Source: an optimization exercise on an open RTL-to-GDS flow (aim: small area). Production flows keep margins and buffers that such runs may drop.
Function was checked by simulation only, so behaviour that the tests miss may differ from the original.

==> flow/design.v (outline; a module is shown in full before it is edited, if it fits) <==
// module conv3x3_channel_mac: 1973 lines
// module conv3x3_final_add: 30 lines
// module conv3x3_pp: 1734 lines
// module conv3x3_fa: 9 lines
// module conv3x3_xor: 3 lines
// module conv3x3_xnor: 3 lines
// module conv3x3_or: 3 lines
// module rgb_conv3x3_engine: 119 lines
module rgb_conv3x3_engine
#(
  parameter int DATA_WIDTH   = rgb_conv_pkg::DATA_WIDTH,
  parameter int WEIGHT_WIDTH = rgb_conv_pkg::WEIGHT_WIDTH,
  parameter int ACC_WIDTH    = rgb_conv_pkg::ACC_WIDTH,
  parameter int IMAGE_SIZE   = 224
) (
  input  logic                         clk,
  input  logic                         rst,
  input  logic                         col_valid,
  input  logic [3*DATA_WIDTH-1:0]      col_r,
  input  logic [3*DATA_WIDTH-1:0]      col_g,
  input  logic [3*DATA_WIDTH-1:0]      col_b,
  input  logic                         wt_we,
  input  logic [4:0]                   wt_addr,
  input  logic [ACC_WIDTH-1:0]         wt_data,
  output logic signed [ACC_WIDTH-1:0]  conv_out,
  output logic                         conv_valid,
  output logic [7:0]                   out_row,
  output logic [7:0]                   out_col,
  output logic                         frame_done
);
  // ...
==> flow/flow/run.sh <==
#!/bin/bash
set -euo pipefail
export BUFFER_PORTS_ARGS="-buffer_cell sky130_fd_sc_hd__buf_1"
export CTS_ARGS="-sink_clustering_enable -repair_clock_nets -dont_use_dummy_load -buf_list sky130_fd_sc_hd__clkbuf_8 -sink_clustering_size 12 -sink_clustering_max_diameter 70"
bash standard.sh > flow_make.log 2>&1
==> flow/standard.sh <==
#!/bin/bash
# synth_recipe.tcl (not shown) runs the flow's synth.tcl, then flattens the netlist and writes it again
# the make line also repeats each setting of config.mk as NAME=value (left out here)
make -C /OpenROAD-flow-scripts/flow DESIGN_CONFIG=/design/flow/config.mk WORK_HOME=/design/flow/orfs CLKGATE_MAP_FILE= SYNTH_SCRIPT=/design/flow/synth_recipe.tcl "${@:-finish}"
==> flow/config.mk <==
export PLATFORM = sky130hd
export DESIGN_NAME = rgb_conv3x3_engine
export DESIGN_NICKNAME = rgb_conv3x3_engine
export VERILOG_FILES = /design/flow/design.v
export SDC_FILE = /design/flow/constraint.sdc
export NUM_CORES = 4
export LEC_CHECK = 0
export CAP_MARGIN = 20
export CORE_MARGIN = 2
export CORE_UTILIZATION = 70
export PLACE_DENSITY = 0.8
export SLEW_MARGIN = 20
export SYNTH_HIERARCHICAL = 1
export SYNTH_MINIMUM_KEEP_SIZE = 0
==> flow/constraint.sdc <==
create_clock -name core_clock -period 10.0 [get_ports {clk}]
set_input_delay 2.0000 -clock core_clock [delete_from_list [all_inputs] [get_ports {clk}]]
set_output_delay 2.0000 -clock core_clock [all_outputs]
set_load 0.01 [all_outputs]
==> run_results.csv, run 1 <==
group,metric,value,unit
run_status,run_status,"timing/DRC/antenna clean",
drt,drt-wirelength-per-cell,44.3,µm
synth,avgSynthCellArea,13.1,µm²
synth,synth_top_area_cell,"fa_1",
global_routing,top_usage_layer,"met2",
synth,syn_inst,4471,
cells_and_area,seq_cell_count,516,
drt,met2WireLength,96000,µm
global_routing,grt_overflow,0,
setup_path,required,10.69,ns
cells_and_area,nClkBuffers,59,
cells_and_area,fin_util,0.723,
synth,synth_common_cells,"1726 x fa_1, 1580 x nand2_1, 384 x edfxtp_1, 216 x and2_1, 190 x buf_2",
cells_and_area,reg.largest.list,"wt_q (216), cs_q (32)",
placement,postPlaceCellArea,0.0593,mm²
clocking,htree_levels,2,
floorplanning,tapCellCount,1080,
timing,fin_crit_sh,0.864,
timing,drv_slew,0,
global_routing,grt.met1_usage,0.723,
placement,place.gp.congestion,1.17,
setup_path,cp_max_fo,9,
placement,dpl.cell_count,5471,
worst_hold_path,min_delay_worst_endpoint,"res2_q[0]",
==> module rgb_conv3x3_engine, before the edit <==
module rgb_conv3x3_engine
#(
  parameter int DATA_WIDTH   = rgb_conv_pkg::DATA_WIDTH,
  parameter int WEIGHT_WIDTH = rgb_conv_pkg::WEIGHT_WIDTH,
  parameter int ACC_WIDTH    = rgb_conv_pkg::ACC_WIDTH,
  parameter int IMAGE_SIZE   = 224
) (
  input  logic                         clk,
  input  logic                         rst,
  input  logic                         col_valid,
  input  logic [3*DATA_WIDTH-1:0]      col_r,
  input  logic [3*DATA_WIDTH-1:0]      col_g,
  input  logic [3*DATA_WIDTH-1:0]      col_b,
  input  logic                         wt_we,
  input  logic [4:0]                   wt_addr,
  input  logic [ACC_WIDTH-1:0]         wt_data,
  output logic signed [ACC_WIDTH-1:0]  conv_out,
  output logic                         conv_valid,
  output logic [7:0]                   out_row,
  output logic [7:0]                   out_col,
  output logic                         frame_done
);
  localparam logic [7:0] LAST_COL = 8'(IMAGE_SIZE - 1);
  localparam logic [7:0] LAST_OUT = 8'(IMAGE_SIZE - 3);
  logic [3*DATA_WIDTH-1:0] col0_r_q, col0_g_q, col0_b_q;
  logic [3*DATA_WIDTH-1:0] col1_r_q, col1_g_q, col1_b_q;
  logic [7:0] in_col_q;
  logic       eligible;
  logic [WEIGHT_WIDTH-1:0] wt_q [rgb_conv_pkg::NUM_TAPS];
  logic [ACC_WIDTH-1:0]    bias_n_q;      
  logic [rgb_conv_pkg::NUM_TAPS*DATA_WIDTH-1:0]   pix;
  logic [rgb_conv_pkg::NUM_TAPS*WEIGHT_WIDTH-1:0] wv;
  logic [rgb_conv_pkg::CS_WIDTH-1:0] mac_cs, cs_q;
  logic [ACC_WIDTH-1:0] mac_sum;
  logic [ACC_WIDTH-1:0] res1_q, res2_q, res3_q;
  logic [3:0]           vld_q;
  logic [7:0]           out_row_q, out_col_q;
  assign eligible = col_valid && (in_col_q >= 8'd2);
  always_comb begin
    for (int ch = 0; ch < 3; ch++) begin
      for (int ky = 0; ky < 3; ky++) begin
        for (int kx = 0; kx < 3; kx++) begin
          wv[rgb_conv_pkg::tap_idx(ch, ky, kx)*WEIGHT_WIDTH +: WEIGHT_WIDTH] =
            wt_q[rgb_conv_pkg::tap_idx(ch, ky, kx)];
        end
      end
    end
    for (int ky = 0; ky < 3; ky++) begin
      pix[rgb_conv_pkg::tap_idx(0, ky, 0)*DATA_WIDTH +: DATA_WIDTH] = col0_r_q[ky*DATA_WIDTH +: DATA_WIDTH];
      pix[rgb_conv_pkg::tap_idx(0, ky, 1)*DATA_WIDTH +: DATA_WIDTH] = col1_r_q[ky*DATA_WIDTH +: DATA_WIDTH];
      pix[rgb_conv_pkg::tap_idx(0, ky, 2)*DATA_WIDTH +: DATA_WIDTH] = col_r[ky*DATA_WIDTH +: DATA_WIDTH];
      pix[rgb_conv_pkg::tap_idx(1, ky, 0)*DATA_WIDTH +: DATA_WIDTH] = col0_g_q[ky*DATA_WIDTH +: DATA_WIDTH];
      pix[rgb_conv_pkg::tap_idx(1, ky, 1)*DATA_WIDTH +: DATA_WIDTH] = col1_g_q[ky*DATA_WIDTH +: DATA_WIDTH];
      pix[rgb_conv_pkg::tap_idx(1, ky, 2)*DATA_WIDTH +: DATA_WIDTH] = col_g[ky*DATA_WIDTH +: DATA_WIDTH];
      pix[rgb_conv_pkg::tap_idx(2, ky, 0)*DATA_WIDTH +: DATA_WIDTH] = col0_b_q[ky*DATA_WIDTH +: DATA_WIDTH];
      pix[rgb_conv_pkg::tap_idx(2, ky, 1)*DATA_WIDTH +: DATA_WIDTH] = col1_b_q[ky*DATA_WIDTH +: DATA_WIDTH];
      pix[rgb_conv_pkg::tap_idx(2, ky, 2)*DATA_WIDTH +: DATA_WIDTH] = col_b[ky*DATA_WIDTH +: DATA_WIDTH];
    end
  end
  conv3x3_channel_mac u_mac (.pix_i(pix), .wt_i(wv), .bias_n_i(bias_n_q), .cs_o(mac_cs));
  conv3x3_final_add u_add (.cs_i(cs_q), .sum_o(mac_sum));
  always_ff @(posedge clk) begin
    if (col_valid) begin
      col0_r_q <= col1_r_q;
      col0_g_q <= col1_g_q;
      col0_b_q <= col1_b_q;
      col1_r_q <= col_r;
      col1_g_q <= col_g;
      col1_b_q <= col_b;
    end
  end
  logic [ACC_WIDTH-1:0] wdat;
  logic [rgb_conv_pkg::NUM_TAPS:0] wen;
  assign wdat = wt_data & {ACC_WIDTH{~rst}};
  always_comb begin
    for (int t = 0; t <= rgb_conv_pkg::NUM_TAPS; t++) wen[t] = rst || (wt_we && wt_addr == 5'(t));
  end
  always_ff @(posedge clk) begin
    for (int t = 0; t < rgb_conv_pkg::NUM_TAPS; t++) begin
      if (wen[t]) wt_q[t] <= wdat[WEIGHT_WIDTH-1:0];
    end
    if (wen[rgb_conv_pkg::BIAS_ADDR]) bias_n_q <= ~wdat;
  end
  always_ff @(posedge clk) begin
    if (rst) begin
      in_col_q <= '0;
    end else if (col_valid) begin
      in_col_q <= (in_col_q == LAST_COL) ? 8'd0 : in_col_q + 8'd1;
    end
  end
  always_ff @(posedge clk) begin
    cs_q     <= mac_cs;
    res1_q   <= mac_sum;
    res2_q   <= res1_q;
    res3_q   <= res2_q;
  end
  always_ff @(posedge clk) begin
    if (rst) vld_q <= '0;
    else     vld_q <= {vld_q[2:0], eligible};
  end
  always_ff @(posedge clk) begin
    if (rst) begin
      out_row_q <= LAST_OUT;
      out_col_q <= LAST_OUT;
    end else if (vld_q[2]) begin
      if (out_col_q == LAST_OUT) begin
        out_col_q <= '0;
        out_row_q <= (out_row_q == LAST_OUT) ? 8'd0 : out_row_q + 8'd1;
      end else begin
        out_col_q <= out_col_q + 8'd1;
      end
    end
  end
  assign conv_out   = res3_q;
  assign conv_valid = vld_q[3];
  assign out_row    = out_row_q;
  assign out_col    = out_col_q;
  assign frame_done = vld_q[3] && (out_row_q == LAST_OUT) && (out_col_q == LAST_OUT);
endmodule
==> inputs of run 2 (changes only) <==
--- a/flow/design.v
+++ b/flow/design.v
@@ -3799,5 +3799,5 @@
   logic [rgb_conv_pkg::CS_WIDTH-1:0] mac_cs, cs_q;
   logic [ACC_WIDTH-1:0] mac_sum;
-  logic [ACC_WIDTH-1:0] res1_q, res2_q, res3_q;
+  logic [ACC_WIDTH-1:0] res_q [1:3];
   logic [3:0]           vld_q;
   logic [7:0]           out_row_q, out_col_q;
@@ -3857,7 +3857,7 @@
   always_ff @(posedge clk) begin
     cs_q     <= mac_cs;
-    res1_q   <= mac_sum;
-    res2_q   <= res1_q;
-    res3_q   <= res2_q;
+    res_q[1] <= mac_sum;
+    res_q[2] <= res_q[1];
+    res_q[3] <= res_q[2];
   end
   always_ff @(posedge clk) begin
@@ -3878,5 +3878,5 @@
     end
   end
-  assign conv_out   = res3_q;
+  assign conv_out   = res_q[3];
   assign conv_valid = vld_q[3];
   assign out_row    = out_row_q;
==> run_results.csv, run 2 <==
group,metric,value,unit
synth,synth_common_cells,"1726 x fa_1, 1580 x nand2_1, 384 x edfxtp_1, 216 x and2_1, 190 x buf_2",
synth,syn_inst,4471,
setup_path,crit_family,"adder cells",
synth,synth_top_area_cell,"fa_1",
setup_path,cp-end-kind,"flop",
cells_and_area,fin_nets,6300,
floorplanning,coreArea,0.0833,mm²
floorplanning,ios,147,
setup_path,crit_path_cell_trace,"nand2_1, fa_1, fa_1, fa_1, fa_1, fa_1, fa_1, fa_1, fa_1, fa_1, fa_1, fa_1, fa_1, fa_1, fa_1, fa_1",
synth,synth_top_area_frac,0.590,
global_routing,antenna_found_initial,17,
setup_path,critPathMaxStageDelay,0.83,ns
cells_and_area,layout_commonest_cell,"fa_1",
drt,drt-wirelength-per-cell,44.3,µm
timing,finalSetupTns,0,ns
floorplanning,initial_core_util,0.703,
synth,synthAdderAreaFrac,0.593,
timing,finalHoldViolations,0,
cells_and_area,largest_register_ffs,216,
setup_path,cp.depth,16,
drt,dr.pass1.iters,7,
cells_and_area,fin_area,0.0602,mm²
global_routing,grt_overflow,0,
cells_and_area,area_growth,2.80,%
timing,drv_slew,0,
job,maxCapViolations,0,
timing,slew_headroom,0.119,
global_routing,grt_pass1_wl,338000,µm
drt,antenna_left,0,
placement,dpl.cell_count,5471,
timing,fin_crit_sh,0.864,
clocking,cts.sinks,516,
synth,synth_edf_count,384,
timing,min_period,8.64,ns
clocking,root_buffer,"clkbuf_8",
setup_path,worstSetupStartpointType,"flop",
synth,syn_nets,6317,
synth,synth.area.mux_share,0,
worst_hold_path,worstHoldPathCells,0,
synth,ys_top_cells_by_area,"fa_1 59%, edfxtp_1 20%, nand2_1 10%, dfxtp_1 4.5%, and2_1 2.3%",
synth,yosys.cell_types.count,39,
synth,synth-xor-area-share,0.00299,
clocking,ctsHoldBuffers,0,
timing,tightest_slew,1.32,ns
drt,wl,246000,µm
setup_path,worstReg2RegEnd,"cs_q[15]",
clocking,htree_levels,2,
clocking,clk_latency,0.83,ns
synth,synth_ff_type,"edfxtp_1",
cells_and_area,final_cell_mix,"1726 x fa_1, 1580 x nand2_1, 384 x edfxtp_1",
setup_path,reg2reg_slack,1.36,ns
drt,vias_per_cell,7.39,
floorplanning,row_count,106,
setup_path,r2r_start,"col1_r_q[9]",
clocking,cts_buffer_depth,3,
placement,postPlaceCellArea,0.0593,mm²
drt,vias,41000,
global_routing,grt_max_degree,70,
synth,synth_warnings,9,
floorplanning,die_y,293,µm
clocking,clk_pin_slew,0.10,ns
setup_path,criticalPathCategory,"flop to flop",
clocking,cts_buffers,59,
drt,drtIter0Drc,7289,
setup_path,cp_max_fo,9,
floorplanning,die_area,0.0860,mm²
placement,dp_hpwl,205000,µm
placement,io_buffer_count,146,
placement,place.gp.congestion,1.17,
setup_path,cp.arrival,9.33,ns
setup_path,cpMostUsedCell,"fa_1",
global_routing,grt_pass1_vias,43600,
clocking,cts_setup_buffers,0,
synth,postSynth.asyncResetShare,0,
clocking,post_cts_resized,0,
timing,rsz0062_at_grt,"false",
setup_path,crit_buf_inv,0,
synth,synthSimpleGateAreaFrac,0.133,
floorplanning,die_x,293,µm
setup_path,slowest_stage,"edfxtp_1",
cells_and_area,largest_register,"wt_q",
synth,synth_compound_area_frac,0.00468,
worst_hold_path,hold_class,"flop to flop",
synth,avgSynthCellArea,13.1,µm²
setup_path,required,10.69,ns
cells_and_area,reg.largest.list,"wt_q (216), res_q (72), cs_q (32)",
synth,synth_most_common_cell,"fa_1",
worst_hold_path,hp-start,"res_q[1][0]",
clocking,cts_tree,"built",
cells_and_area,fillCellCount,5550,
timing,finClkSkew,0.109,ns
synth,ys_seq_area_frac,0.242,
setup_path,ff2ff_path_depth,16,
synth,syn_area,0.0585,mm²
run_status,run_status,"timing/DRC/antenna clean",
cells_and_area,drive_gt1_frac,0.0209,
timing,fmax,116,MHz
worst_hold_path,min_delay_worst_endpoint,"res_q[2][0]",
drt,drc,0,
synth,synth-seq-cells,516,
timing,final-setup-viol-count,0,
synth,synth_top_family_by_area,"adder cells",
global_routing,grt_usage,0.599,
cells_and_area,stdcell_count,5546,
run 2: Yosys stat by module, one instance, submodules excluded, excerpt:
module               cells  flops+latches
conv3x3_or               1              0
conv3x3_xnor             1              0
conv3x3_fa               1              0
rgb_conv3x3_engine     738            516
conv3x3_channel_mac     42              0
conv3x3_xor              1              0
run 2: layout make-up:
cell class | instances | area, µm² | area share
inverter | 31 | 120 | 0.00200
tap | 1080 | 1350 | 0.0225
antenna | 14 | 35.0 | 0.000582
clock buffer | 59 | 812 | 0.0135
multi-input combinational | 3682 | 43000 | 0.714
sequential | 516 | 14200 | 0.236
timing repair buffer | 164 | 713 | 0.0119
run 2: cell families after synthesis:
group | after synthesis
XOR/XNOR | 20
adder cells (fa/ha/maj) | 1741
buffers and inverters | 273
AO/OA/AOI/OAI | 44
flip-flops | 516
AND/OR/NAND/NOR | 1877
run 2: metrics by stage:
stage	hold WS, ns	setup slack [ns]	util
5_1_grt	0.274	1.30	0.722
2_1_floorplan	0.310	2.03	-
3_3_place_gp	0.310	1.15	0.712
4_1_cts	0.280	1.48	0.722
3_5_place_dp	0.312	1.14	0.712
6_report	0.278	1.36	0.723
run 2: worst max-delay path by stage:
stage                     to  slack, ns   startpoint
floorplan           cs_q[15]       2.03     col_b[2]
global placement    cs_q[13]       1.15     col_r[8]
detailed placement  cs_q[13]       1.14     col_r[8]
CTS                 cs_q[15]       1.48  col1_r_q[5]
global route        cs_q[15]       1.30  col1_r_q[5]
finish              cs_q[15]       1.36  col1_r_q[9]
run 2: worst register-to-register path, delay by kind of cell (launching register included):
kind	cells	cell delay [ns]
AND/OR/NAND/NOR	1	0.20
adder cells (fa/ha/maj)	15	7.46
flip-flops	1	0.83
run 2: per-layer routing:
metal | wire length, µm | global-route usage | vias up
met5 | 413 | 0.0323 | -
met4 | 27500 | 0.483 | 12
met3 | 49400 | 0.353 | 1249
met2 | 96000 | 0.773 | 5194
met1 | 72300 | 0.723 | 20900
li1 | - | - | 13700
==> inputs of run 3 (changes only) <==
==> flow/flow/run.sh (replaced) <==
#!/bin/bash
set -euo pipefail
export BUFFER_PORTS_ARGS="-buffer_cell sky130_fd_sc_hd__buf_1"
export CTS_ARGS="-sink_clustering_enable -repair_clock_nets -dont_use_dummy_load -buf_list sky130_fd_sc_hd__clkbuf_16 -sink_clustering_size 25 -sink_clustering_max_diameter 120"
bash standard.sh > flow_make.log 2>&1
==> run_results.csv, run 3 <==
group,metric,value,unit
floorplanning,die_x,293,µm
cells_and_area,multi_input_area,0.0430,mm²
setup_path,endpoint,"cs_q[15]",
drt,vias,40700,
timing,finClkSkew,0.0567,ns
setup_path,criticalPathCategory,"flop to flop",
setup_path,cp_max_fo,9,
clocking,cts_buffers,27,
synth,syn_inst,4471,
synth,synth_edf_count,384,
setup_path,ff2ff_path_depth,16,
clocking,cts.sinks,516,
synth,synth_most_common_cell,"fa_1",
placement,dp_hpwl,205000,µm
timing,finalHoldViolations,0,
synth,synth_common_cells,"1726 x fa_1, 1580 x nand2_1, 384 x edfxtp_1, 216 x and2_1, 190 x buf_2",
global_routing,grt_max_degree,70,
drt,drtIter0Drc,7431,
synth,postSynth.asyncResetShare,0,
setup_path,worstSetupStartpointType,"flop",
clocking,htree_levels,1,
floorplanning,ios,147,
clocking,ctsHoldBuffers,0,
synth,synth_top_area_frac,0.590,
floorplanning,coreArea,0.0833,mm²
timing,rsz0062_at_grt,"false",
synth,ys_seq_area_frac,0.242,
synth,synthSimpleGateAreaFrac,0.133,
synth,syn_nets,6317,
clocking,root_buffer,"clkbuf_16",
setup_path,crit_start,"col1_r_q[5]",
clocking,clk_pin_slew,0.10,ns
timing,slew_headroom,0.123,
setup_path,required,10.56,ns
setup_path,reg2reg_slack,1.40,ns
synth,synth_ff_type,"edfxtp_1",
floorplanning,row_count,106,
setup_path,critPathMaxStageDelay,0.84,ns
setup_path,slowest_stage,"edfxtp_1",
clocking,cts_setup_buffers,0,
floorplanning,die_area,0.0860,mm²
synth,synth_compound_area_frac,0.00468,
setup_path,cp.arrival,9.16,ns
clocking,cts_tree,"built",
drt,drt-wirelength-per-cell,44.4,µm
global_routing,grt_overflow,0,
synth,avgSynthCellArea,13.1,µm²
drt,drc,0,
cells_and_area,reg.largest.list,"wt_q (216), res_q (72), cs_q (32)",
cells_and_area,seqCellArea,0.0142,mm²
placement,place.gp.congestion,1.17,
timing,tightest_slew,1.32,ns
global_routing,grt_usage,0.596,
synth,synth_top_family_by_area,"adder cells",
run_status,run_status,"timing/DRC/antenna clean",
timing,min_period,8.60,ns
timing,fin_crit_sh,0.860,
global_routing,antenna_found_initial,19,
setup_path,cpMostUsedCell,"fa_1",
drt,antenna_left,0,
job,maxCapViolations,0,
cells_and_area,final_cell_mix,"1726 x fa_1, 1580 x nand2_1, 384 x edfxtp_1",
timing,finalSetupTns,0,ns
drt,wl,245000,µm
cells_and_area,fin_nets,6268,
synth,yosys.cell_types.count,39,
synth,synth.area.mux_share,0,
timing,final-setup-viol-count,0,
global_routing,grt_pass1_vias,43500,
clocking,clk_latency,0.68,ns
clocking,cts_buffer_depth,3,
cells_and_area,stdcell_count,5520,
setup_path,crit_path_cell_trace,"nand2_1, fa_1, fa_1, fa_1, fa_1, fa_1, fa_1, fa_1, fa_1, fa_1, fa_1, fa_1, fa_1, fa_1, fa_1, fa_1",
synth,synthAdderAreaFrac,0.593,
timing,drv_slew,0,
setup_path,worstReg2RegEnd,"cs_q[15]",
clocking,post_cts_resized,0,
timing,fmax,116,MHz
cells_and_area,layout_commonest_cell,"fa_1",
cells_and_area,fillCellCount,5562,
cells_and_area,area_growth,2.59,%
cells_and_area,drive_gt1_frac,0.0138,
setup_path,cp-end-kind,"flop",
cells_and_area,largest_register,"wt_q",
setup_path,r2r_start,"col1_r_q[5]",
cells_and_area,largest_register_ffs,216,
drt,vias_per_cell,7.37,
synth,synth_warnings,9,
synth,synth-xor-area-share,0.00299,
global_routing,grt_pass1_wl,336000,µm
floorplanning,die_y,293,µm
synth,synth_top_area_cell,"fa_1",
synth,ys_top_cells_by_area,"fa_1 59%, edfxtp_1 20%, nand2_1 10%, dfxtp_1 4.5%, and2_1 2.3%",
synth,syn_area,0.0585,mm²
floorplanning,initial_core_util,0.703,
worst_hold_path,hold_class,"flop to flop",
placement,io_buffer_count,146,
placement,dpl.cell_count,5471,
drt,dr.pass1.iters,9,
synth,synth-seq-cells,516,
==> run 3: metal layers <==
layer	wire length [µm]	global-route usage	up-vias
li1	-	-	13600
met1	71500	0.724	20800
met2	96400	0.775	5042
met3	49600	0.344	1229
met4	27300	0.472	18
met5	479	0.0369	-
==> run 3: worst min path at each step <==
stage            startpoint      endpoint  slack (ns)  cells past startpoint
4_1_cts        res_q[1][22]  res_q[2][22]        0.29                      0
6_report       res_q[1][22]  res_q[2][22]        0.29                      0
2_1_floorplan   res_q[1][0]   res_q[2][0]        0.31                      0
3_5_place_dp   res_q[2][17]  res_q[3][17]        0.31                      0
3_3_place_gp   res_q[1][13]  res_q[2][13]        0.31                      0
5_1_grt        res_q[1][22]  res_q[2][22]        0.30                      0
==> run 3: area by class of cell <==
class | instances | share of cell area
multi-input combinational | 3682 | 0.716
tap | 1080 | 0.0225
antenna | 20 | 0.000833
clock buffer | 27 | 0.0112
sequential | 516 | 0.236
inverter | 31 | 0.00200
timing repair buffer | 164 | 0.0119
==> run 3: Yosys stat by module, one instance, submodules excluded <==
module / cells / copies in the design / area, µm² / flip-flops and latches
conv3x3_fa: 1 / 1726 / 20.0 / 0
rgb_conv3x3_engine: 738 / 1 / 15400 / 516
conv3x3_channel_mac: 42 / 1 / 362 / 0
conv3x3_xnor: 1 / 4 / 8.76 / 0
conv3x3_final_add: 24 / 1 / 120 / 0
conv3x3_pp: 1918 / 1 / 7980 / 0
conv3x3_xor: 1 / 8 / 8.76 / 0
conv3x3_or: 1 / 11 / 6.26 / 0
==> run 3: cells by family (layout without fill, tap and decap cells) <==
logic type,count (synthesis),count (layout)
buf+inv,273,222
compound gates,44,44
other cells,0,20
xor+xnor,20,20
fa+ha+maj,1741,1741
simple gates,1877,1877
flops,516,516
==> run 3: critical path: cells and delay by family (launching register included) <==
kind | cells | cell delay (ns)
fa+ha+maj | 15 | 7.42
flops | 1 | 0.84
simple gates | 1 | 0.21
==> run 3: metrics by stage <==
stage	worst slack (ns)	hold WS, ns	utilization	area (µm²)
finish	1.40	0.292	0.721	60100
global route	1.32	0.296	0.721	60000
CTS	1.49	0.295	0.720	60000
detailed placement	1.14	0.312	0.712	59300
global placement	1.15	0.310	0.712	59300
floorplan	2.03	0.310	-	58500

==> re-timing with driven ports <==
Ports are ideal in the flow. The routed layouts listed here were re-timed in OpenROAD. Step 1 assumes that a clkbuf_16 drives the clock port and a buf_2 every other input. Step 2 also shifts input and output timing later by t, the mid clock arrival at the registers, as if the neighbouring blocks saw the same clock. Slacks: no drivers / after step 1 / after step 2; pairs: no drivers / after step 1.
| run | t (ns) | setup slack, ns | worst setup path after step 2 | worst register clock-pin slew, ns |
|---|---|---|---|---|
| run 1 | 0.853 | 1.359 / 1.359 / 1.009 | input to register | 0.10 / 0.10 |
| run 2 | 0.853 | 1.359 / 1.359 / 1.009 | input to register | 0.10 / 0.10 |
| run 3 | 0.730 | 1.403 / 1.403 / 1.006 | input to register | 0.12 / 0.12 |
After both steps setup and hold are still met in every run listed. For run 3, which loses most, drivers alone change the setup slack by 0.000 ns; drivers and shift together by -0.397 ns.
